This design comes from an exercise in tuning for small area and a short achievable clock period on the open sky130 flow, not from production work. Where RTL was checked, it was by simulation tests only, not by an equivalence proof against the original. Only the layout flow was run in run 5; the RTL was not checked for function there. Power figures rest on the tool's default switching activity, not on a simulated workload.

==> design/flow/design.v <==
package tdc_pkg;
   localparam int N_CH   = 8;
   localparam int INT_W  = 11;
   localparam int FRAC_W = 11;
   localparam int SCALE  = 50;
   localparam int ACC_W  = 16;
   localparam int EV_W   = 20;
   localparam int ACC_SW = 36;
   localparam int OUT_W  = 37;
endpackage
module tdc_add_tree (
   input  logic        clk,
   input  logic [87:0] int_data,
   input  logic [87:0] frac_data,
   input  logic [7:0]  ch_mask,
   input  logic        v3,
   output logic [19:0] ev_o
);
   logic [7:0][10:0] mi, mf;
   for (genvar i = 0; i < 8; i++) begin : g_mask
      assign mi[i] = ~(int_data[11*i +: 11]  & {11{ch_mask[i]}});
      assign mf[i] = ~(frac_data[11*i +: 11] & {11{ch_mask[i]}});
   end
   logic [3:0][13:0] r0i_d, r0f_d, r0i_q, r0f_q;
   csa8to4 u_c0i (.m(mi), .r(r0i_d));
   csa8to4 u_c0f (.m(mf), .r(r0f_d));
   logic [13:0] s1i, c1i, s1f, c1f;
   logic [13:0] s1i_q, c1i_q, s1f_q, c1f_q;
   csa4to2 u_c1i (.r(r0i_q), .s(s1i), .c(c1i));
   csa4to2 u_c1f (.r(r0f_q), .s(s1f), .c(c1f));
   logic [13:0] si_q, sf_q;
   logic [19:0] a3, b3, c3, d3, t3s, t3c, e3s, e3c, e3s_q, e3c_q;
   assign a3  = {1'b0, si_q, 5'd0};
   assign b3  = {2'b0, si_q, 4'd0};
   assign c3  = {5'b0, si_q, 1'b0};
   assign d3  = {6'b0, sf_q};
   assign t3s = a3 ^ b3 ^ c3;
   assign t3c = {((a3[18:0] & b3[18:0]) | (a3[18:0] & c3[18:0]) | (b3[18:0] & c3[18:0])), 1'b0};
   assign e3s = t3s ^ t3c ^ d3;
   assign e3c = {((t3s[18:0] & t3c[18:0]) | (t3s[18:0] & d3[18:0]) | (t3c[18:0] & d3[18:0])), 1'b0};
   logic [19:0] e4_q;
   always_ff @(posedge clk) begin
      r0i_q <= r0i_d;
      r0f_q <= r0f_d;
      s1i_q <= s1i;
      c1i_q <= c1i;
      s1f_q <= s1f;
      c1f_q <= c1f;
      si_q  <= ~(s1i_q + c1i_q + 14'd1);
      sf_q  <= ~(s1f_q + c1f_q + 14'd1);
      e3s_q <= e3s;
      e3c_q <= e3c;
   end
   always_ff @(posedge clk) begin
      e4_q <= v3 ? (e3s_q + e3c_q) : 20'd0;
   end
   assign ev_o = e4_q;
endmodule
module csa8to4 (
   input  logic [7:0][10:0] m,
   output logic [3:0][13:0] r
);
   logic [13:0] x0, x1, x2, x3, x4, x5, x6, x7;
   logic [13:0] sa, ca, sb, cb;
   assign x0 = {3'b111, m[0]};
   assign x1 = {3'b111, m[1]};
   assign x2 = {3'b111, m[2]};
   assign x3 = {3'b111, m[3]};
   assign x4 = {3'b111, m[4]};
   assign x5 = {3'b111, m[5]};
   assign x6 = {3'b111, m[6]};
   assign x7 = {3'b111, m[7]};
   assign sa = x0 ^ x1 ^ x2;
   assign ca = {((x0[12:0] & x1[12:0]) | (x0[12:0] & x2[12:0]) | (x1[12:0] & x2[12:0])), 1'b1};
   assign sb = x3 ^ x4 ^ x5;
   assign cb = {((x3[12:0] & x4[12:0]) | (x3[12:0] & x5[12:0]) | (x4[12:0] & x5[12:0])), 1'b1};
   assign r[0] = sa ^ ca ^ sb;
   assign r[1] = {((sa[12:0] & ca[12:0]) | (sa[12:0] & sb[12:0]) | (ca[12:0] & sb[12:0])), 1'b1};
   assign r[2] = cb ^ x6 ^ x7;
   assign r[3] = {((cb[12:0] & x6[12:0]) | (cb[12:0] & x7[12:0]) | (x6[12:0] & x7[12:0])), 1'b1};
endmodule
module csa4to2 (
   input  logic [3:0][13:0] r,
   output logic [13:0]      s,
   output logic [13:0]      c
);
   logic [13:0] t, u;
   assign t = r[0] ^ r[1] ^ r[2];
   assign u = {((r[0][12:0] & r[1][12:0]) | (r[0][12:0] & r[2][12:0]) | (r[1][12:0] & r[2][12:0])), 1'b1};
   assign s = t ^ u ^ r[3];
   assign c = {((t[12:0] & u[12:0]) | (t[12:0] & r[3][12:0]) | (u[12:0] & r[3][12:0])), 1'b1};
endmodule
module tdc_time_accum (
   input  logic        clk,
   input  logic        rst,
   input  logic [87:0] int_data,
   input  logic [87:0] frac_data,
   input  logic [7:0]  ch_mask,
   input  logic        start,
   input  logic [15:0] acc_len,
   input  logic        acc_clear,
   output logic [36:0] out_sum,
   output logic [15:0] out_cnt,
   output logic        out_dval,
   output logic        busy
);
   logic [4:0]       vld_q;
   logic [4:0][15:0] len_q;
   logic             le1_q;     
   logic [19:0]      ev;        
   tdc_add_tree u_tree (
      .clk       (clk),
      .int_data  (int_data),
      .frac_data (frac_data),
      .ch_mask   (ch_mask),
      .v3        (vld_q[3]),
      .ev_o      (ev)
   );
   always_ff @(posedge clk or posedge rst) begin
      if (rst) begin
         vld_q <= '0;
      end else begin
         vld_q <= {vld_q[3:0], start};
      end
   end
   always_ff @(posedge clk) begin
      len_q <= {len_q[3:0], acc_len};
      le1_q <= (len_q[3][15:1] == 15'd0);
   end
   logic        acc_st_q;    
   logic        acc_st_d;
   logic [35:0] acc_q;
   logic [15:0] rem_q;       
   logic [15:0] blen_q;      
   logic [35:0] sum_q;
   logic [15:0] ocnt_q;
   logic        dval_q;
   logic        busy_q;
   logic [35:0] add;
   logic        last, finish, done;
   assign add    = acc_q + 36'(ev);
   assign last   = (rem_q == 16'd2);
   assign finish = acc_st_q ? last : le1_q;
   assign done   = vld_q[4] & finish & ~acc_clear;
   always_comb begin
      acc_st_d = acc_st_q;
      if (acc_clear) begin
         acc_st_d = 1'b0;
      end else if (vld_q[4]) begin
         acc_st_d = ~finish;
      end
   end
   always_ff @(posedge clk or posedge rst) begin
      if (rst) begin
         acc_st_q <= 1'b0;
         sum_q    <= '0;
         ocnt_q   <= '0;
         dval_q   <= 1'b0;
         busy_q   <= 1'b0;
      end else begin
         acc_st_q <= acc_st_d;
         if (done) begin
            sum_q  <= add;
            ocnt_q <= acc_st_q ? blen_q : 16'd1;
         end
         dval_q <= done;
         busy_q <= acc_st_d | start | (|vld_q[3:0]);
      end
   end
   always_ff @(posedge clk) begin
      acc_q <= (~acc_clear & (vld_q[4] ? ~finish : acc_st_q)) ? add : 36'd0;
      if (vld_q[4]) begin
         rem_q <= acc_st_q ? rem_q - 16'd1 : len_q[4];
      end
      if (vld_q[4] & ~acc_st_q) begin
         blen_q <= len_q[4];
      end
   end
   assign out_sum  = {1'b0, sum_q};
   assign out_cnt  = ocnt_q;
   assign out_dval = dval_q;
   assign busy     = busy_q;
endmodule
module tdc_time_accum_top (
   input  logic         clk,
   input  logic         rst,
   input  logic [87:0]  int_data,
   input  logic [87:0]  frac_data,
   input  logic [7:0]   ch_mask,
   input  logic         start,
   input  logic [15:0]  acc_len,
   input  logic         acc_clear,
   output logic [36:0]  out_sum,
   output logic [15:0]  out_cnt,
   output logic         out_dval,
   output logic         busy
);
   tdc_time_accum u_accum (
      .clk       (clk),
      .rst       (rst),
      .int_data  (int_data),
      .frac_data (frac_data),
      .ch_mask   (ch_mask),
      .start     (start),
      .acc_len   (acc_len),
      .acc_clear (acc_clear),
      .out_sum   (out_sum),
      .out_cnt   (out_cnt),
      .out_dval  (out_dval),
      .busy      (busy)
   );
endmodule
==> design/flow/flow/run.sh <==
#!/bin/bash
set -e
export BUFFER_PORTS_ARGS="-buffer_cell sky130_fd_sc_hd__buf_1"
bash standard.sh > standard_flow.log 2>&1
==> design/flow/standard.sh <==
#!/bin/bash
# synth_recipe.tcl (not shown) runs the flow's synth.tcl, then flattens the netlist and writes it again
# the make line also repeats each setting of config.mk as NAME=value (left out here)
make -C /OpenROAD-flow-scripts/flow DESIGN_CONFIG=/design/flow/config.mk WORK_HOME=/design/flow/orfs CLKGATE_MAP_FILE= SYNTH_SCRIPT=/design/flow/synth_recipe.tcl "${@:-finish}"
==> design/flow/config.mk <==
export PLATFORM = sky130hd
export DESIGN_NAME = tdc_time_accum_top
export DESIGN_NICKNAME = tdc_time_accum_top
export VERILOG_FILES = /design/flow/design.v
export SDC_FILE = /design/flow/constraint.sdc
export NUM_CORES = 4
export LEC_CHECK = 0
export ABC_AREA = 1
export ABC_CLOCK_PERIOD_IN_PS = 2000
export CAP_MARGIN = 20
export CORE_MARGIN = 2
export CORE_UTILIZATION = 40
export CTS_BUF_LIST = sky130_fd_sc_hd__clkbuf_8 sky130_fd_sc_hd__clkbuf_16
export CTS_CLUSTER_DIAMETER = 100
export CTS_CLUSTER_SIZE = 25
export PLACE_DENSITY = 0.5
export SETUP_SLACK_MARGIN = 2.0
export SLEW_MARGIN = 20
==> design/flow/constraint.sdc <==
create_clock -name core_clock -period 4.0 [get_ports {clk}]
set_input_delay 0.8000 -clock core_clock [delete_from_list [all_inputs] [get_ports {clk}]]
set_output_delay 0.8000 -clock core_clock [all_outputs]
set_load 0.01 [all_outputs]
==> run_results.csv, run 1 <==
group,metric,value,unit
worst_setup_path,r2r_end,"u_accum.sum_q[31]",
pwr,ir_worst_vdd,0.351,mV
cells_and_area,fin_nets,2635,
cells_and_area,drive_gt1_share,10.4,%
synthesis,ys_warn_count,2,
worst_setup_path,cp-end-kind,"register",
sta,worst_pin_slew,896,ps
sta,slew_headroom,40.2,%
sta,min_period,1960,ps
synthesis,postSynthAreaPerCell,9.79,um^2
sta,setup_violations,0,
synthesis,synth_mux_area_share,0,%
worst_setup_path,reg2reg_setup_slack,2100,ps
grt,grt_pass1_vias,13545,
pwr,power_leakage,9.77,nW
placed_design,port_buffers,257,
die,io-pin-count,259,
route,via_count,12899,
outcome,outcome,"finished clean",
synthesis,synth_top_area_share,36.3,%
sta,fmax,511,MHz
clock_network,cts.sinks,434,
clock_network,htreeDepth,1,
worst_setup_path,ff2ff_path_depth,12,
worst_setup_path,endpoint,"u_accum.u_tree.r0i_q[10]",
sta,hold_viol_final,0,
die,initial_core_util,40.6,%
sta,fin_skew,14.8,ps
synthesis,yosys.area.top_type,"dfxtp_1",
cells_and_area,final_util,47.3,%
synthesis,synth-compound-area-share,5.43,%
route,firstDrtPassIters,5,
synthesis,synth-seq-cells,434,
route,drtAntennaViolNets,0,
worst_setup_path,critPathRequiredTime,4430,ps
grt,grt_pass1_wl,67.9,mm
clock_network,cts_made_buffers,21,
clock_network,cts-root-buf,"clkbuf_16",
grt,grt-ovfl-total,0,
synthesis,yosys.cell_count.top_type,"nand2_1",
pwr,powerDensity,616,nW/um^2
synthesis,async_flop_share,13.8,%
clock_network,cts_buffer_depth,3,
grt,met3_usage,2.06,%
sta,finalCritPeriodShare,49.0,%
clock_network,cts-hold-fix-buffers,0,
worst_setup_path,criticalPathCategory,"in2reg",
cells_and_area,fillers,4510,
synthesis,synth_seq_area_share,49.3,%
route,detail_route.wl_per_cell,15.0,um
worst_setup_path,worstPathArrival,2390,ps
synthesis,synthCells,1928,
route,drc,0,
flow_run,max-cap-violations,0,
synthesis,synth_common_cells,"nand2_1 (494), dfxtp_1 (342), inv_1 (251), fa_1 (151), nor2_1 (126)",
sta,fin_setup_tns,0,ps
clock_network,clock_latency,550,ps
route,routed_wl,42.2,mm
placed_design,gp_congestion,0.867,
grt,grt_max_degree,57,
sta,rsz0062_at_grt,"yes",
synthesis,ys_types,42,
synthesis,synth_top_family_by_area,"adder cells",
worst_setup_path,crit_path_max_fanout,14,
sta,finalMaxSlewViolations,0,
die,rows,79,
die,dieArea,49000,um^2
grt,grtUsageMet1,21.2,%
hold_path,hp-class,"reg2reg",
synthesis,synth_xor_area_share,1.81,%
hold_path,worstHoldStart,"u_accum.len_q[26]",
synthesis,synthAdderAreaFrac,21.3,%
grt,grtUsageMet2,31.0,%
die,die_h,221,um
clock_network,clkTransAtPathRegs,90,ps
synthesis,synth-edff-count,32,
cells_and_area,area_growth,16.6,%
grt,grt_antenna_before_repair,0,
synthesis,synth_nets,2363,
cells_and_area,num_antenna_cells,0,
synthesis,netlist_area,18900,um^2
grt,grt_use_total,16.9,%
die,core,46600,um^2
placed_design,dp_hpwl,32.8,mm
route,drt_iter0_markers,568,
synthesis,synthTopCellsByArea,"dfxtp_1 (36%), fa_1 (16%), nand2_1 (9.8%)",
synthesis,synth-simple-area-share,16.1,%
clock_network,cts_tree,"built",
worst_setup_path,worstSetupStartpoint,"ch_mask[3]",
route,routed_via_density,4.58,
synthesis,synth_ff_type,"dfxtp_1",
die,die_x,221,um
grt,grt_busiest_layer,"met2",
worst_setup_path,crit_path_start_kind,"input port",
worst_setup_path,reg2reg_from,"u_accum.u_tree.e4_q[5]",
==> worst max-delay path, stage by stage <==
cell and delay [ps]:
buf_4 270, buf_4 240, nand2_1 90, fa_1 560
fa_1 420
==> sequential cells by signal, summed over array words and instances (netlist names), 5 cells and up <==
| register | cells |
|---|---|
| u_accum.len_q | 80 |
| u_accum.u_tree.r0f_q | 46 |
| u_accum.u_tree.r0i_q | 46 |
| u_accum.acc_q | 36 |
| u_accum.sum_q | 36 |
| u_accum.u_tree.e4_q | 20 |
| u_accum.u_tree.e3s_q | 19 |
| u_accum.u_tree.e3c_q | 18 |
| u_accum.blen_q | 16 |
| u_accum.ocnt_q | 16 |
| u_accum.rem_q | 16 |
| u_accum.u_tree.sf_q | 14 |
| u_accum.u_tree.si_q | 14 |
| u_accum.u_tree.s1f_q | 13 |
| u_accum.u_tree.s1i_q | 13 |
| u_accum.u_tree.c1f_q | 11 |
| u_accum.u_tree.c1i_q | 11 |
| u_accum.vld_q | 5 |
==> power breakdown <==
group | total [mW] | internal (mW) | switching (mW)
Combinational | 5.28 | 2.16 | 3.11
Clock | 2.31 | 0.968 | 1.34
Sequential | 5.97 | 5.44 | 0.525
==> per-layer routing <==
| metal | share of wire, % | vias to the layer above | wire length, um |
|---|---|---|---|
| met4 | 2.3 | 0 | 990 |
| met1 | 44 | 6051 | 18600 |
| met2 | 50 | 266 | 21100 |
| met3 | 3.5 | 51 | 1460 |
| met5 | 0 | - | 0 |
| li1 | - | 6531 | - |
==> how the worst min path moves through the flow <==
stage / slack, ps / end / cells past startpoint
3_5_place_dp: 310 / u_accum.len_q[51] / 0
5_1_grt: 310 / u_accum.len_q[1] / 1
3_3_place_gp: 310 / u_accum.len_q[48] / 0
6_report: 330 / u_accum.len_q[42] / 0
4_1_cts: 300 / u_accum.len_q[1] / 1
2_1_floorplan: 310 / u_accum.len_q[16] / 0
==> cell usage in the layout (no fill, tap or decap), types with 22 or more instances in the layout <==
cell type	netlist	layout
dfrtp_1	60	60
nand3_1	53	41
o21ai_1	31	29
fa_1	151	137
dfxtp_1	342	338
ha_1	80	60
edfxtp_1	32	32
inv_1	251	242
nand2_2	6	30
buf_1	0	255
o21ai_0	49	48
xor2_1	25	24
nand2_4	1	22
a21oi_1	74	67
nand2_1	494	450
clkbuf_16	0	23
nor2_1	126	111
==> layout make-up <==
| cell class | instances | area [um^2] | share of cell area [%] |
|---|---|---|---|
| sequential | 434 | 9310 | 42.3 |
| timing repair buffer | 284 | 1290 | 5.84 |
| multi-input combinational | 1203 | 9090 | 41.3 |
| clock buffer | 21 | 526 | 2.39 |
| inverter | 256 | 977 | 4.44 |
| clock inverter | 10 | 55.1 | 0.250 |
| tap | 607 | 759 | 3.45 |
==> timing repair <==
action,4_1_cts,5_1_grt
cloned,0,5
buffers inserted,2,8
resized for setup,34,98
hold endpoints to repair,0,0
pin swaps,5,20
endpoints found under the setup margin,145,82
==> through the flow <==
step                cell area (um^2)  total power [mW]  cells  hold WS [ps]  setup WS [ps]
floorplan                      19200              9.62   1928           310           1840
global placement               20700              11.0   2769           312            979
detailed placement             20700              11.0   2769           312            974
CTS                            21400              13.4   2802           300           2000
global route                   22000              14.9   2815           306           1970
finish                         22000              13.5   2815           329           2040
==> logic make-up (layout without fill, tap and decap cells) <==
| family | count (synthesis) | count (layout) |
|---|---|---|
| DFF | 434 | 434 |
| xor gates and xnor gates | 39 | 39 |
| adders and majority gates | 231 | 231 |
| and+or+nand+nor | 741 | 743 |
| buffers and inverters | 293 | 571 |
| other | 1 | 1 |
| AOI/OAI and AO/OA | 189 | 189 |
==> run 2, diff against run 1 <==
--- a/design/flow/config.mk
+++ b/design/flow/config.mk
@@ -14,5 +14,5 @@
 export CTS_CLUSTER_DIAMETER = 100
 export CTS_CLUSTER_SIZE = 25
-export PLACE_DENSITY = 0.5
+export PLACE_DENSITY = 0.6
 export SETUP_SLACK_MARGIN = 2.0
 export SLEW_MARGIN = 20
==> run 2 against run 1 <==
Combinational power decreased by 0.8%. Highest routed layer unchanged. Wire length decreased by 3.2%. Via count is 0.90% higher. Setup slack lost 1.9 ps.
==> run_results.csv, run 2 <==
group,metric,value,unit
clock_network,cts_tree,"built",
sta,fin_setup_tns,0,ps
sta,rsz0062_at_grt,"yes",
die,io-pin-count,259,
flow_run,max-cap-violations,0,
worst_setup_path,criticalPathCategory,"in2reg",
placed_design,dp_hpwl,32.2,mm
clock_network,cts.sinks,434,
sta,min_period,1960,ps
placed_design,port_buffers,257,
synthesis,synth_nets,2363,
synthesis,synth-seq-cells,434,
sta,setup_violations,0,
route,detail_route.wl_per_cell,14.5,um
cells_and_area,area_growth,15.1,%
sta,slew_headroom,46.8,%
route,routed_via_density,4.63,
sta,finalMaxSlewViolations,0,
cells_and_area,drive_gt1_share,9.21,%
synthesis,ys_warn_count,2,
route,via_count,13015,
synthesis,synthTopCellsByArea,"dfxtp_1 (36%), fa_1 (16%), nand2_1 (9.8%)",
cells_and_area,area.sequential,9320,um^2
synthesis,synth_common_cells,"nand2_1 (494), dfxtp_1 (342), inv_1 (251), fa_1 (151), nor2_1 (126)",
clock_network,htreeDepth,1,
cells_and_area,fillers,4409,
die,core,46600,um^2
clock_network,cts-hold-fix-buffers,0,
worst_setup_path,cp-end-kind,"register",
synthesis,async_flop_share,13.8,%
sta,hold_viol_final,0,
grt,grt-ovfl-total,0,
die,rows,79,
grt,grt_use_total,16.3,%
hold_path,hp-class,"reg2reg",
cells_and_area,num_antenna_cells,0,
placed_design,place_inst,2765,
pwr,power_leakage,9.70,nW
synthesis,synth_top_area_share,36.3,%
placed_design,gp_congestion,0.915,
route,drc,0,
die,initial_core_util,40.6,%
synthesis,synthCells,1928,
route,firstDrtPassIters,5,
pwr,ir_worst_vdd,0.339,mV
outcome,outcome,"finished clean",
worst_setup_path,worstPathArrival,2450,ps
sta,fmax,510,MHz
route,routed_wl,40.8,mm
worst_setup_path,crit_path_start_kind,"input port",
worst_setup_path,crit_path_max_fanout,22,
cells_and_area,top_regs,"u_accum.len_q: 80 flops, u_accum.u_tree.r0f_q: 46 flops, u_accum.u_tree.r0i_q: 46 flops",
synthesis,synth_ff_type,"dfxtp_1",
die,die_x,221,um
sta,worst_pin_slew,796,ps
cells_and_area,fin_nets,2632,
synthesis,ys_types,42,
route,drtAntennaViolNets,0,
grt,grt_pass1_vias,13284,
grt,grt_antenna_before_repair,0,
cells_and_area,instances_no_fill,2812,
clock_network,cts-root-buf,"clkbuf_16",
die,dieArea,49000,um^2
cells_and_area,largest-register,"u_accum.len_q",
cells_and_area,largest_reg_flops,80,
worst_setup_path,critPathRequiredTime,4490,ps
cells_and_area,multi_input_comb_area,8930,um^2
clock_network,clkTransAtPathRegs,90,ps
synthesis,yosys.area.top_type,"dfxtp_1",
grt,grt_max_degree,60,
cells_and_area,layout_commonest_cell,"nand2_1",
synthesis,postSynthAreaPerCell,9.79,um^2
clock_network,cts_buffer_depth,3,
clock_network,cts_made_buffers,21,
sta,finalCritPeriodShare,49.0,%
synthesis,synth-edff-count,32,
synthesis,synth_seq_area_share,49.3,%
cells_and_area,most-common-layout-cells,"nand2_1 (456), dfxtp_1 (340), buf_1 (256)",
route,drt_iter0_markers,648,
clock_network,clock_latency,550,ps
grt,grt_pass1_wl,66.0,mm
synthesis,netlist_area,18900,um^2
pwr,powerDensity,620,nW/um^2
synthesis,yosys.cell_count.top_type,"nand2_1",
sta,fin_skew,14.0,ps
die,die_h,221,um
pwr,finalPower,13.5,mW
-- run 2: where the power goes --
group / switching [mW] / internal [mW]
Sequential: 0.503 / 5.44
Clock: 1.34 / 0.968
Combinational: 3.11 / 2.12
Total: 4.96 / 8.53
-- run 2: routing by layer --
| layer | vias up | part of all wire, % | GRT usage (%) |
|---|---|---|---|
| li1 | 6525 | - | - |
| met1 | 6133 | 45 | 21.1 |
| met2 | 303 | 49 | 29.1 |
| met3 | 54 | 4.2 | 1.97 |
| met4 | 0 | 2.2 | 3.81 |
| met5 | - | 0 | 0 |
-- run 2: critical path, stage by stage --
cell and delay, ps:
buf_1 60, buf_4 300, nand2_1 140, fa_1 550, fa_2 580
-- run 2: repair_timing --
item | in CTS | in global routing
setup endpoints to repair | 156 | 51
buffers inserted | 5 | 9
gates resized for setup | 26 | 65
pin swaps | 4 | 15
gates cloned | 1 | 1
-- run 2: per-stage QoR --
step | hold slack [ps] | util [%] | setup WS [ps] | cell area (um^2)
final | 329 | 46.7 | 2040 | 21700
after global routing | 318 | 46.7 | 1910 | 21700
after CTS | 312 | 46.0 | 2000 | 21400
after detailed placement | 312 | 44.4 | 1020 | 20700
after global placement | 310 | 44.4 | 1040 | 20700
after floorplan | 310 | - | 1840 | 19200
-- run 2: cell families after synthesis --
group,synth area share (%)
flops,49.3
xor+xnor,1.81
compound gates,5.43
fa+ha+maj,21.3
other cells,0.0199
buf+inv,6.06
simple gates,16.1
-- run 2: worst paths after layout --
check	from	to	slack, ps	cells past startpoint
min in group asynchronous	rst	u_accum.ocnt_q[12]	370	2
max in group asynchronous	rst	u_accum.sum_q[13]	2810	3
min	u_accum.len_q[41]	u_accum.len_q[57]	330	0
max reg2reg	u_accum.acc_q[5]	u_accum.sum_q[31]	2060	12
min reg2reg	u_accum.len_q[41]	u_accum.len_q[57]	330	0
max	ch_mask[0]	u_accum.u_tree.r0f_q[7]	2040	5
-- run 2: layout make-up --
| class | instances | share of cell area, % |
|---|---|---|
| timing repair buffer | 281 | 5.44 |
| clock buffer | 21 | 2.42 |
| sequential | 434 | 42.8 |
| inverter | 256 | 4.46 |
| multi-input combinational | 1203 | 41.1 |
| tap | 607 | 3.49 |
| clock inverter | 10 | 0.247 |
==> run 3, diff against run 2 <==
--- a/design/flow/config.mk
+++ b/design/flow/config.mk
@@ -14,4 +14,5 @@
 export CTS_CLUSTER_DIAMETER = 100
 export CTS_CLUSTER_SIZE = 25
+export GPL_ROUTABILITY_DRIVEN = 0
 export PLACE_DENSITY = 0.6
 export SETUP_SLACK_MARGIN = 2.0
==> run 3 against run 2 <==
Largest cell class unchanged. Clock power up 5%. Maximum frequency up 0.58%. Highest routed layer unchanged. Critical path depth down 4. Critical path type is now reg2out. Sequential power about the same. Sequential share of layout area down 0.20 points. Still clean on timing, DRC and antenna. First-iteration DRC count up 0.93%.
==> run_results.csv, run 3 <==
group,metric,value,unit
outcome,outcome,"finished clean",
sta,fmax,513,MHz
synthesis,synth_top_family_by_area,"adder cells",
synthesis,synth_seq_area_share,49.3,%
synthesis,yosys.cell_count.top_type,"nand2_1",
sta,fin_setup_tns,0,ps
worst_setup_path,worstSetupStartpoint,"u_accum.sum_q[4]",
synthesis,synthCells,1928,
synthesis,synthAdderAreaFrac,21.3,%
synthesis,ys_warn_count,2,
die,initial_core_util,40.6,%
cells_and_area,fin_nets,2634,
sta,finalCritPeriodShare,48.7,%
clock_network,cts-root-buf,"clkbuf_16",
synthesis,synth_mux_area_share,0,%
worst_setup_path,cp_num_buf_inv,1,
synthesis,synth-seq-cells,434,
clock_network,clkTransAtPathRegs,100,ps
cells_and_area,top_regs,"u_accum.len_q: 80 flops, u_accum.u_tree.r0f_q: 46 flops, u_accum.u_tree.r0i_q: 46 flops",
die,rows,79,
sta,worst_pin_slew,818,ps
route,drtAntennaViolNets,0,
synthesis,synth-compound-area-share,5.43,%
route,drc,0,
worst_setup_path,crit_path_cell_trace,"clkbuf_2",
hold_path,hp-class,"reg2reg",
grt,grt_max_degree,62,
synthesis,synthTopCellsByArea,"dfxtp_1 (36%), fa_1 (16%), nand2_1 (9.8%)",
die,core,46600,um^2
cells_and_area,largest_reg_flops,80,
pwr,power_leakage,9.74,nW
clock_network,cts_made_buffers,22,
grt,grt_use_total,16.3,%
grt,grt_pass1_vias,13410,
flow_run,max-cap-violations,0,
grt,grt_antenna_before_repair,0,
worst_setup_path,crit_path_max_fanout,2,
sta,setup_slack,2050,ps
worst_setup_path,r2r_end,"u_accum.sum_q[12]",
sta,slew_headroom,45.4,%
worst_setup_path,slowest_stage,"dfrtp_1",
synthesis,synth-simple-area-share,16.1,%
cells_and_area,num_antenna_cells,0,
route,routed_wl,40.9,mm
hold_path,holdPathStages,0,
clock_network,htreeDepth,1,
clock_network,cts-hold-fix-buffers,0,
synthesis,yosys.area.top_type,"dfxtp_1",
route,drt_iter0_markers,654,
worst_setup_path,crit_family,"flip-flops",
route,detail_route.wl_per_cell,14.5,um
synthesis,synth_top_area_share,36.3,%
cells_and_area,fillers,4406,
synthesis,synth_common_cells,"nand2_1 (494), dfxtp_1 (342), inv_1 (251), fa_1 (151), nor2_1 (126)",
cells_and_area,most-common-layout-cells,"nand2_1 (451), dfxtp_1 (339), buf_1 (255)",
grt,grt_pass1_wl,65.9,mm
worst_setup_path,ff2ff_path_depth,10,
cells_and_area,layout_commonest_cell,"nand2_1",
die,dieArea,49000,um^2
synthesis,synth_ff_type,"dfxtp_1",
synthesis,ys_types,42,
die,die_x,221,um
worst_setup_path,cp-end-kind,"output port",
clock_network,cts_buffer_depth,3,
synthesis,async_flop_share,13.8,%
sta,fin_skew,26.4,ps
placed_design,pre_cts_ws,961,ps
worst_setup_path,crit_path_start_kind,"register",
hold_path,worstHoldEndpoint,"u_accum.len_q[27]",
sta,setup_violations,0,
cells_and_area,drive_gt1_share,9.55,%
worst_setup_path,worstPathArrival,1150,ps
grt,grt-ovfl-total,0,
worst_setup_path,criticalPathCategory,"reg2out",
synthesis,synth_xor_area_share,1.81,%
route,firstDrtPassIters,5,
cells_and_area,area_growth,15.7,%
synthesis,postSynthAreaPerCell,9.79,um^2
synthesis,synth-edff-count,32,
hold_path,worstHoldStart,"u_accum.len_q[11]",
die,die_h,221,um
clock_network,cts.sinks,434,
sta,rsz0062_at_grt,"yes",
sta,finalMaxSlewViolations,0,
synthesis,synth_nets,2363,
clock_network,clock_latency,570,ps
synthesis,netlist_area,18900,um^2
worst_setup_path,critPathRequiredTime,3200,ps
route,via_count,13005,
cells_and_area,largest-register,"u_accum.len_q",
die,io-pin-count,259,
sta,min_period,1950,ps
placed_design,port_buffers,257,
route,routed_via_density,4.62,
placed_design,dp_hpwl,32.0,mm
pwr,ir_worst_vdd,0.388,mV
pwr,powerDensity,624,nW/um^2
sta,hold_viol_final,0,
worst_setup_path,reg2reg_setup_slack,2070,ps
worst_setup_path,crit_path_max_incr_delay,440,ps
worst_setup_path,reg2reg_from,"u_accum.u_tree.e4_q[0]",
clock_network,cts_tree,"built",
==> run 3: stage by stage <==
step | instances | utilization, % | power, mW | area [um^2] | hold WS (ps)
after floorplan | 1928 | - | 9.62 | 19200 | 310
after global placement | 2765 | 44.4 | 10.9 | 20700 | 310
after detailed placement | 2765 | 44.4 | 11.0 | 20700 | 312
after CTS | 2802 | 46.1 | 13.6 | 21400 | 285
after global routing | 2816 | 46.9 | 14.9 | 21800 | 289
final | 2816 | 46.9 | 13.6 | 21800 | 327
==> run 3: kinds of logic after synthesis <==
kind of cell	after synthesis
AOI/OAI and AO/OA	189
xor gates and xnor gates	39
adders and majority gates	231
buffers and inverters	293
DFF	434
other	1
and+or+nand+nor	741
==> run 3: what timing repair did <==
action,4_1_cts,5_1_grt
pin swaps,2,16
buffers inserted,3,11
gates resized for setup,20,72
endpoints found under the setup margin,157,66
cloned,0,3
==> run 3: power by group <==
group,internal [mW],switching (mW),leakage (nW)
Clock,1.05,1.38,0.337
Sequential,5.44,0.510,3.99
Combinational,2.13,3.13,5.42
==> run 3: per-layer routing <==
layer | track usage, % | wire, um | share of wire, % | up-vias
li1 | - | - | - | 6547
met1 | 21.1 | 18100 | 44 | 6046
met2 | 28.9 | 20000 | 49 | 359
met3 | 2.24 | 2010 | 4.9 | 53
met4 | 3.64 | 712 | 1.7 | 0
met5 | 0 | 0 | 0 | -
==> run 3: area by class of cell <==
cell class | instances | area [um^2] | share of cell area (%)
flip-flops and latches | 434 | 9320 | 42.7
multi-input cells | 1204 | 8970 | 41.1
repair buffers | 281 | 1180 | 5.41
inverters | 256 | 967 | 4.43
well taps | 607 | 759 | 3.48
clock buffers | 23 | 564 | 2.58
clock inverters | 11 | 85.1 | 0.389
==> run 3: worst max-delay path by stage <==
stage	slack, ps	to	cells past startpoint
after floorplan	1840	u_accum.u_tree.r0i_q[3]	6
final	2050	out_sum[4]	1
after global routing	1950	u_accum.sum_q[28]	13
after detailed placement	960	u_accum.u_tree.r0f_q[9]	4
after CTS	2000	u_accum.u_tree.e4_q[14]	13
after global placement	1040	u_accum.u_tree.r0f_q[9]	4
==> run 4, diff against run 3 <==
--- a/design/flow/config.mk
+++ b/design/flow/config.mk
@@ -8,5 +8,5 @@
 export ABC_AREA = 1
 export ABC_CLOCK_PERIOD_IN_PS = 2000
-export CAP_MARGIN = 20
+export CAP_MARGIN = 5
 export CORE_MARGIN = 2
 export CORE_UTILIZATION = 40
@@ -14,6 +14,5 @@
 export CTS_CLUSTER_DIAMETER = 100
 export CTS_CLUSTER_SIZE = 25
-export GPL_ROUTABILITY_DRIVEN = 0
 export PLACE_DENSITY = 0.6
 export SETUP_SLACK_MARGIN = 2.0
-export SLEW_MARGIN = 20
+export SLEW_MARGIN = 5
==> run 4 against run 3 <==
Combinational power about the same. Highest routed layer unchanged. Die area unchanged. Worst hold slack better by 2.0 ps. Wire length about the same. Clock power down 5%. Via count about the same. Utilization down 0.22 points. Synthesized cell count unchanged. Sequential share of layout area up 0.20 points. Still clean. Non-clock buffer count unchanged.
==> run_results.csv, run 4 <==
group,metric,value,unit
pwr,power_leakage,9.70,nW
worst_setup_path,r2r_end,"u_accum.sum_q[31]",
cells_and_area,largest-register,"u_accum.len_q",
sta,fin_setup_tns,0,ps
worst_setup_path,cp-end-kind,"register",
worst_setup_path,criticalPathCategory,"in2reg",
placed_design,place_inst,2765,
sta,fin_skew,14.0,ps
worst_setup_path,slowest_stage,"fa_2",
clock_network,htreeDepth,1,
synthesis,synth-edff-count,32,
grt,grt_antenna_before_repair,0,
die,dieArea,49000,um^2
cells_and_area,fin_nets,2632,
cells_and_area,multi_input_comb_area,8930,um^2
sta,rsz0062_at_grt,"yes",
route,routed_wl,40.8,mm
cells_and_area,layout_commonest_cell,"nand2_1",
sta,fmax,510,MHz
pwr,powerDensity,620,nW/um^2
clock_network,clock_latency,550,ps
die,rows,79,
sta,min_period,1960,ps
sta,hold_viol_final,0,
die,die_h,221,um
clock_network,clkTransAtPathRegs,90,ps
worst_setup_path,reg2reg_setup_slack,2060,ps
synthesis,synth_common_cells,"nand2_1 (494), dfxtp_1 (342), inv_1 (251), fa_1 (151), nor2_1 (126)",
sta,slew_headroom,46.8,%
worst_setup_path,crit_path_start_kind,"input port",
route,via_count,13015,
worst_setup_path,worstPathArrival,2450,ps
cells_and_area,area_growth,15.1,%
synthesis,async_flop_share,13.8,%
clock_network,cts-root-buf,"clkbuf_16",
synthesis,ys_warn_count,2,
cells_and_area,fillers,4409,
synthesis,synth_top_area_share,36.3,%
cells_and_area,instances_no_fill,2812,
hold_path,holdPathStages,0,
grt,grt_use_total,16.3,%
synthesis,synth_ff_type,"dfxtp_1",
sta,finalMaxSlewViolations,0,
grt,grt_pass1_wl,66.0,mm
die,core,46600,um^2
synthesis,synthCells,1928,
flow_run,max-cap-violations,0,
worst_setup_path,critPathRequiredTime,4490,ps
worst_setup_path,ff2ff_path_depth,12,
die,initial_core_util,40.6,%
synthesis,yosys.cell_count.top_type,"nand2_1",
worst_setup_path,crit_path_max_incr_delay,580,ps
sta,finalCritPeriodShare,49.0,%
synthesis,yosys.area.top_type,"dfxtp_1",
hold_path,hp-class,"reg2reg",
sta,worst_pin_slew,796,ps
synthesis,synth-seq-cells,434,
placed_design,port_buffers,257,
hold_path,worstHoldEndpoint,"u_accum.len_q[57]",
sta,setup_violations,0,
hold_path,worstHoldStart,"u_accum.len_q[41]",
worst_setup_path,crit_path_cell_trace,"buf_1 > buf_4 > nand2_1 > fa_1 > fa_2",
route,drtAntennaViolNets,0,
cells_and_area,drive_gt1_share,9.21,%
synthesis,synthTopCellsByArea,"dfxtp_1 (36%), fa_1 (16%), nand2_1 (9.8%)",
cells_and_area,num_antenna_cells,0,
grt,grt-ovfl-total,0,
synthesis,synth_nets,2363,
route,detail_route.wl_per_cell,14.5,um
placed_design,dp_hpwl,32.2,mm
grt,grt_max_degree,60,
route,drc,0,
synthesis,synth_seq_area_share,49.3,%
route,firstDrtPassIters,5,
worst_setup_path,reg2reg_from,"u_accum.acc_q[5]",
clock_network,cts_tree,"built",
outcome,outcome,"finished clean",
cells_and_area,top_regs,"u_accum.len_q: 80 flops, u_accum.u_tree.r0f_q: 46 flops, u_accum.u_tree.r0i_q: 46 flops",
placed_design,gp_congestion,0.915,
worst_setup_path,crit_path_max_fanout,22,
die,die_x,221,um
route,drt_iter0_markers,648,
grt,grt_pass1_vias,13284,
cells_and_area,largest_reg_flops,80,
route,routed_via_density,4.63,
clock_network,cts_buffer_depth,3,
clock_network,cts_made_buffers,21,
clock_network,cts.sinks,434,
synthesis,netlist_area,18900,um^2
die,io-pin-count,259,
pwr,ir_worst_vdd,0.339,mV
synthesis,postSynthAreaPerCell,9.79,um^2
synthesis,ys_types,42,
cells_and_area,area.sequential,9320,um^2
cells_and_area,most-common-layout-cells,"nand2_1 (456), dfxtp_1 (340), buf_1 (256)",
-- run 4: cell counts after synthesis --
Identical to the previous run, type by type.
-- run 4: repair_timing --
action	in CTS	in global routing
setup endpoints to repair	156	51
pin swaps	4	15
gates cloned	1	1
buffers inserted	5	9
gates resized for setup	26	65
hold buffers	0	0
endpoints found under the hold margin	0	0
-- run 4: per-stage QoR --
step           utilization, %  total power [mW]  hold WS (ps)  worst slack, ps  area [um^2]
6_report                 46.7              13.5           329             2040        21700
2_1_floorplan               -              9.62           310             1840        19200
3_3_place_gp             44.4              10.9           310             1040        20700
3_5_place_dp             44.4              11.0           312             1020        20700
4_1_cts                  46.0              13.5           312             2000        21400
5_1_grt                  46.7              14.7           318             1910        21700
-- run 4: final cells by class --
type                       instances  area share [%]
tap                              607            3.49
timing repair buffer             281            5.44
clock inverter                    10           0.247
clock buffer                      21            2.42
inverter                         256            4.46
sequential                       434            42.8
multi-input combinational       1203            41.1
-- run 4: logic make-up after synthesis --
logic type	Yosys count	synth area share, %
AOI/OAI and AO/OA	189	5.43
and+or+nand+nor	741	16.1
adders and majority gates	231	21.3
DFF	434	49.3
other	1	0.0199
buffers and inverters	293	6.06
xor gates and xnor gates	39	1.81
-- run 4: worst max-delay path: cells and delay by family --
kind	cells	cell delay, ps
fa+ha+maj	2	1130
buf+inv	2	360
simple gates	1	140
-- run 4: worst max-delay path by stage --
stage	from	to	slack (ps)	cells past startpoint
2_1_floorplan	ch_mask[3]	u_accum.u_tree.r0i_q[3]	1840	6
3_3_place_gp	ch_mask[3]	u_accum.u_tree.r0f_q[9]	1040	4
3_5_place_dp	ch_mask[3]	u_accum.u_tree.r0f_q[9]	1020	4
4_1_cts	u_accum.rem_q[0]	u_accum.sum_q[23]	2000	10
5_1_grt	u_accum.u_tree.e4_q[18]	u_accum.sum_q[31]	1910	12
6_report	ch_mask[0]	u_accum.u_tree.r0f_q[7]	2040	5
-- run 4: per-layer routing --
layer	global-route usage (%)	vias up	share of wire [%]
met5	0	-	0
met4	3.81	0	2.2
met3	1.97	54	4.2
met2	29.1	303	49
met1	21.1	6133	45
li1	-	6525	-
-- run 4: power by group --
| part | internal [mW] | switching [mW] | leakage [nW] |
|---|---|---|---|
| Clock | 0.968 | 1.34 | 0.308 |
| Sequential | 5.44 | 0.503 | 3.99 |
| Combinational | 2.12 | 3.11 | 5.41 |
==> run 5, diff against run 4 <==
--- a/design/flow/design.v
+++ b/design/flow/design.v
@@ -139,5 +139,5 @@
    logic [35:0] add;
    logic        last, finish, done;
-   assign add    = acc_q + 36'(ev);
+   tdc_acc_add u_add (.a(acc_q), .b(ev), .s(add));
    assign last   = (rem_q == 16'd2);
    assign finish = acc_st_q ? last : le1_q;
@@ -182,4 +182,40 @@
    assign busy     = busy_q;
 endmodule
+module tdc_acc_add (
+   input  logic [35:0] a,
+   input  logic [19:0] b,
+   output logic [35:0] s
+);
+   logic [4:0][19:0] g, p;
+   logic [19:0]      c;         
+   logic [15:0]      hp;        
+   assign g[0] = a[19:0] & b;
+   assign p[0] = a[19:0] ^ b;
+   for (genvar k = 0; k < 4; k++) begin : g_lvl
+      for (genvar i = 0; i < 20; i++) begin : g_bit
+         if (i >= (1 << k)) begin : g_op
+            assign g[k+1][i] = g[k][i] | (p[k][i] & g[k][i - (1 << k)]);
+            assign p[k+1][i] = p[k][i] & p[k][i - (1 << k)];
+         end else begin : g_pass
+            assign g[k+1][i] = g[k][i];
+            assign p[k+1][i] = p[k][i];
+         end
+      end
+   end
+   for (genvar i = 0; i < 20; i++) begin : g_c
+      if (i >= 16) begin : g_op
+         assign c[i] = g[4][i] | (p[4][i] & g[4][i - 16]);
+      end else begin : g_pass
+         assign c[i] = g[4][i];
+      end
+   end
+   assign s[0]     = p[0][0];
+   assign s[19:1]  = p[0][19:1] ^ c[18:0];
+   assign hp[0]    = 1'b1;
+   for (genvar j = 1; j < 16; j++) begin : g_hp
+      assign hp[j] = &a[20 + j - 1 : 20];
+   end
+   assign s[35:20] = a[35:20] ^ ({16{c[19]}} & hp);
+endmodule
 module tdc_time_accum_top (
    input  logic         clk,
--- a/design/flow/config.mk
+++ b/design/flow/config.mk
@@ -8,5 +8,5 @@
 export ABC_AREA = 1
 export ABC_CLOCK_PERIOD_IN_PS = 2000
-export CAP_MARGIN = 5
+export CAP_MARGIN = 20
 export CORE_MARGIN = 2
 export CORE_UTILIZATION = 40
@@ -16,3 +16,3 @@
 export PLACE_DENSITY = 0.6
 export SETUP_SLACK_MARGIN = 2.0
-export SLEW_MARGIN = 5
+export SLEW_MARGIN = 20
==> run 5 against run 4 <==
Combinational power is 3% lower. Die area is 0.77% lower. Utilization is 0.22 points lower. Flip-flop and latch count stayed put. Largest cell class unchanged. First-iteration DRC count is 18% lower. Cell count is 1.4% lower.
==> run_results.csv, run 5 <==
group,metric,value,unit
worst_setup_path,ff2ff_path_depth,13,
sta,fin_setup_tns,0,ps
sta,finalMaxSlewViolations,0,
clock_network,cts_made_buffers,21,
clock_network,htreeDepth,1,
pwr,power_leakage,9.88,nW
worst_setup_path,reg2reg_from,"u_accum.u_tree.e4_q[0]",
cells_and_area,most-common-layout-cells,"nand2_1 (446), dfxtp_1 (341), buf_1 (255)",
pwr,power_frac_comb,37.9,%
clock_network,cts_buffer_depth,3,
grt,grt_use_total,16.3,%
sta,fmax,502,MHz
pwr,finalPower,13.4,mW
cells_and_area,final_util,46.5,%
grt,grt-ovfl-total,0,
cells_and_area,num_antenna_cells,0,
grt,grt_pass1_vias,13241,
synthesis,ys_warn_count,2,
die,dieArea,48600,um^2
cells_and_area,area.sequential,9310,um^2
synthesis,synthTopCellsByArea,"dfxtp_1 (37%), fa_1 (16%), nand2_1 (9.7%)",
grt,grt_antenna_before_repair,0,
clock_network,cts-root-buf,"clkbuf_16",
synthesis,yosys.cell_count.top_type,"nand2_1",
placed_design,gp_congestion,0.883,
sta,finalCritPeriodShare,49.8,%
synthesis,synth-seq-cells,434,
cells_and_area,multi_input_comb_area,8690,um^2
synthesis,postSynthAreaPerCell,9.91,um^2
worst_setup_path,crit_path_cell_trace,"ha_2 > fa_2 > nand2_1 > nand3_1 > o21ai_2 > inv_2 > nand2_2 > nand3_4 > buf_4 > nand2_2 > nand2_1 > nand3_1 > nand2_1",
sta,min_period,1990,ps
cells_and_area,largest-register,"u_accum.len_q",
worst_setup_path,crit_path_start_kind,"register",
route,drt_iter0_markers,532,
synthesis,synth_nets,2327,
die,die_x,220,um
cells_and_area,area_growth,15.0,%
pwr,clock_power_share,17.5,%
pwr,powerDensity,620,nW/um^2
die,rows,79,
synthesis,synth_common_cells,"nand2_1 (485), dfxtp_1 (342), inv_1 (253), fa_1 (151), nor2_1 (112)",
route,firstDrtPassIters,5,
worst_setup_path,criticalPathCategory,"reg2reg",
cells_and_area,drive_gt1_share,8.22,%
sta,setup_violations,0,
flow_run,max-cap-violations,0,
worst_setup_path,reg2reg_setup_slack,2010,ps
placed_design,port_buffers,257,
clock_network,cts.sinks,434,
worst_setup_path,worstPathArrival,2430,ps
route,routed_via_density,4.54,
sta,worst_pin_slew,613,ps
worst_setup_path,critPathRequiredTime,4430,ps
pwr,ir_worst_vdd,0.288,mV
cells_and_area,top_regs,"u_accum.len_q: 80 flops, u_accum.u_tree.r0f_q: 46 flops, u_accum.u_tree.r0i_q: 46 flops",
sta,rsz0062_at_grt,"yes",
worst_setup_path,r2r_end,"u_accum.sum_q[22]",
die,die_h,220,um
synthesis,synthCells,1891,
grt,grt_max_degree,39,
clock_network,cts_tree,"built",
synthesis,ys_types,43,
route,routed_wl,39.0,mm
route,via_count,12598,
route,detail_route.wl_per_cell,14.1,um
pwr,p_sw_share,36.0,%
pwr,intPower,8.55,mW
cells_and_area,fin_nets,2594,
sta,hold_viol_final,0,
synthesis,synth_ff_type,"dfxtp_1",
grt,grt_pass1_wl,63.6,mm
pwr,switchingPower,4.82,mW
die,initial_core_util,40.4,%
worst_setup_path,slowest_stage,"fa_2",
route,drc,0,
worst_setup_path,crit_path_max_incr_delay,360,ps
synthesis,synth-edff-count,32,
cells_and_area,largest_reg_flops,80,
worst_setup_path,crit_path_frequent_cell,"nand2_1",
route,drtAntennaViolNets,0,
worst_setup_path,cp-end-kind,"register",
sta,slew_headroom,59.1,%
cells_and_area,layout_commonest_cell,"nand2_1",
clock_network,clkTransAtPathRegs,100,ps
synthesis,yosys.area.top_type,"dfxtp_1",
synthesis,synth_seq_area_share,49.7,%
cells_and_area,fillers,4478,
worst_setup_path,crit_path_max_fanout,5,
synthesis,async_flop_share,13.8,%
synthesis,netlist_area,18700,um^2
pwr,seqPwrFrac,44.6,%
clock_network,clock_latency,560,ps
hold_path,hp-class,"in2async",
sta,fin_skew,30.2,ps
placed_design,dp_hpwl,30.7,mm
die,io-pin-count,259,
synthesis,synth_top_area_share,36.5,%
die,core,46400,um^2
outcome,outcome,"finished clean",
run 5: cells by family after synthesis:
group | count (synthesis) | share of synthesized area, %
other | 1 | 0.0200
AO/OA/AOI/OAI | 152 | 4.37
AND/OR/NAND/NOR | 745 | 16.7
XOR/XNOR | 31 | 1.45
adder cells (fa/ha/maj) | 232 | 21.5
buffers and inverters | 296 | 6.23
flip-flops | 434 | 49.7
run 5: cell type report:
| cell class | count | share of cell area [%] |
|---|---|---|
| inverter | 257 | 4.51 |
| clock buffer | 22 | 2.55 |
| sequential | 434 | 43.2 |
| clock inverter | 8 | 0.197 |
| multi-input combinational | 1161 | 40.3 |
| timing repair buffer | 283 | 5.66 |
| tap | 607 | 3.52 |
run 5: repair_timing:
item | CTS | global route
hold buffers | 0 | 0
pin swaps | 2 | 3
gates resized for setup | 16 | 56
endpoints found under the hold margin | 0 | 0
setup endpoints to repair | 140 | 104
setup buffers | 6 | 4
run 5: critical path, delay by kind of cell (launching register included):
family | cells | cell delay, ps
AO/OA/AOI/OAI | 1 | 90
adder cells (fa/ha/maj) | 2 | 550
buffers and inverters | 2 | 290
flip-flops | 1 | 330
AND/OR/NAND/NOR | 8 | 630
run 5: stage by stage:
stage	hold WS, ps	setup slack (ps)	instances	instance area [um^2]
6_report	274	2010	2772	21500
5_1_grt	304	1920	2772	21500
3_5_place_dp	312	994	2732	20600
2_1_floorplan	310	1830	1891	19100
3_3_place_gp	311	1040	2732	20600
4_1_cts	255	1990	2768	21300
run 5: power groups by stage:
stage | clock network (mW) | registers (mW) | logic [mW]
floorplan | 0 | 5.89 | 3.67
global placement | 0 | 6.04 | 4.74
detailed placement | 0 | 6.04 | 4.92
CTS | 2.45 | 5.95 | 5.00
global route | 2.59 | 6.07 | 5.97
finish | 2.34 | 5.96 | 5.07
run 5: worst max-delay path by stage:
stage                            from                       to  slack [ps]
6_report       u_accum.u_tree.e4_q[0]        u_accum.sum_q[22]        2010
5_1_grt        u_accum.u_tree.e4_q[0]        u_accum.sum_q[22]        1920
3_5_place_dp               ch_mask[3]  u_accum.u_tree.r0i_q[9]         990
3_3_place_gp               ch_mask[3]  u_accum.u_tree.r0i_q[8]        1040
4_1_cts                    ch_mask[3]  u_accum.u_tree.r0i_q[9]        1990
2_1_floorplan              ch_mask[3]  u_accum.u_tree.r0i_q[1]        1830
run 5: metal layers:
metal / vias up / global-route usage [%] / share of wire, %
li1: 6378 / - / -
met1: 5902 / 21.3 / 46
met2: 264 / 28.8 / 48
met3: 54 / 1.69 / 3.5
met4: 0 / 4.27 / 2.3
met5: - / 0 / 0

separate check: timing with driven ports:
No port has a modelled driver above. Below, the same layouts with a new extraction and two added sets of constraints.
Step 1 assumes that a clkbuf_16 drives the clock port and a buf_2 every other input.
Step 2 also shifts input and output timing later by t, the mid clock arrival at the registers, as if the neighbouring blocks saw the same clock.
Three values: ideal, step 1, step 2; two values: the first two.
run	shift t [ns]	slack for setup (ns)	worst setup path at the end	clock arrival spread, ns
run 1	0.603	2.042 / 2.007 / 1.473	input to register	0.018 / 0.018
run 2	0.592	2.040 / 2.019 / 1.477	input to register	0.016 / 0.016
run 3	0.603	2.051 / 2.001 / 1.484	input to register	0.027 / 0.027
run 4	0.592	2.040 / 2.019 / 1.477	input to register	0.016 / 0.016
run 5	0.597	2.007 / 2.007 / 1.478	input to register	0.033 / 0.033
After both steps every run listed still meets setup and hold. The setup slack of run 1, which loses most, moves by -0.035 ns with the drivers and by -0.569 ns with both steps.
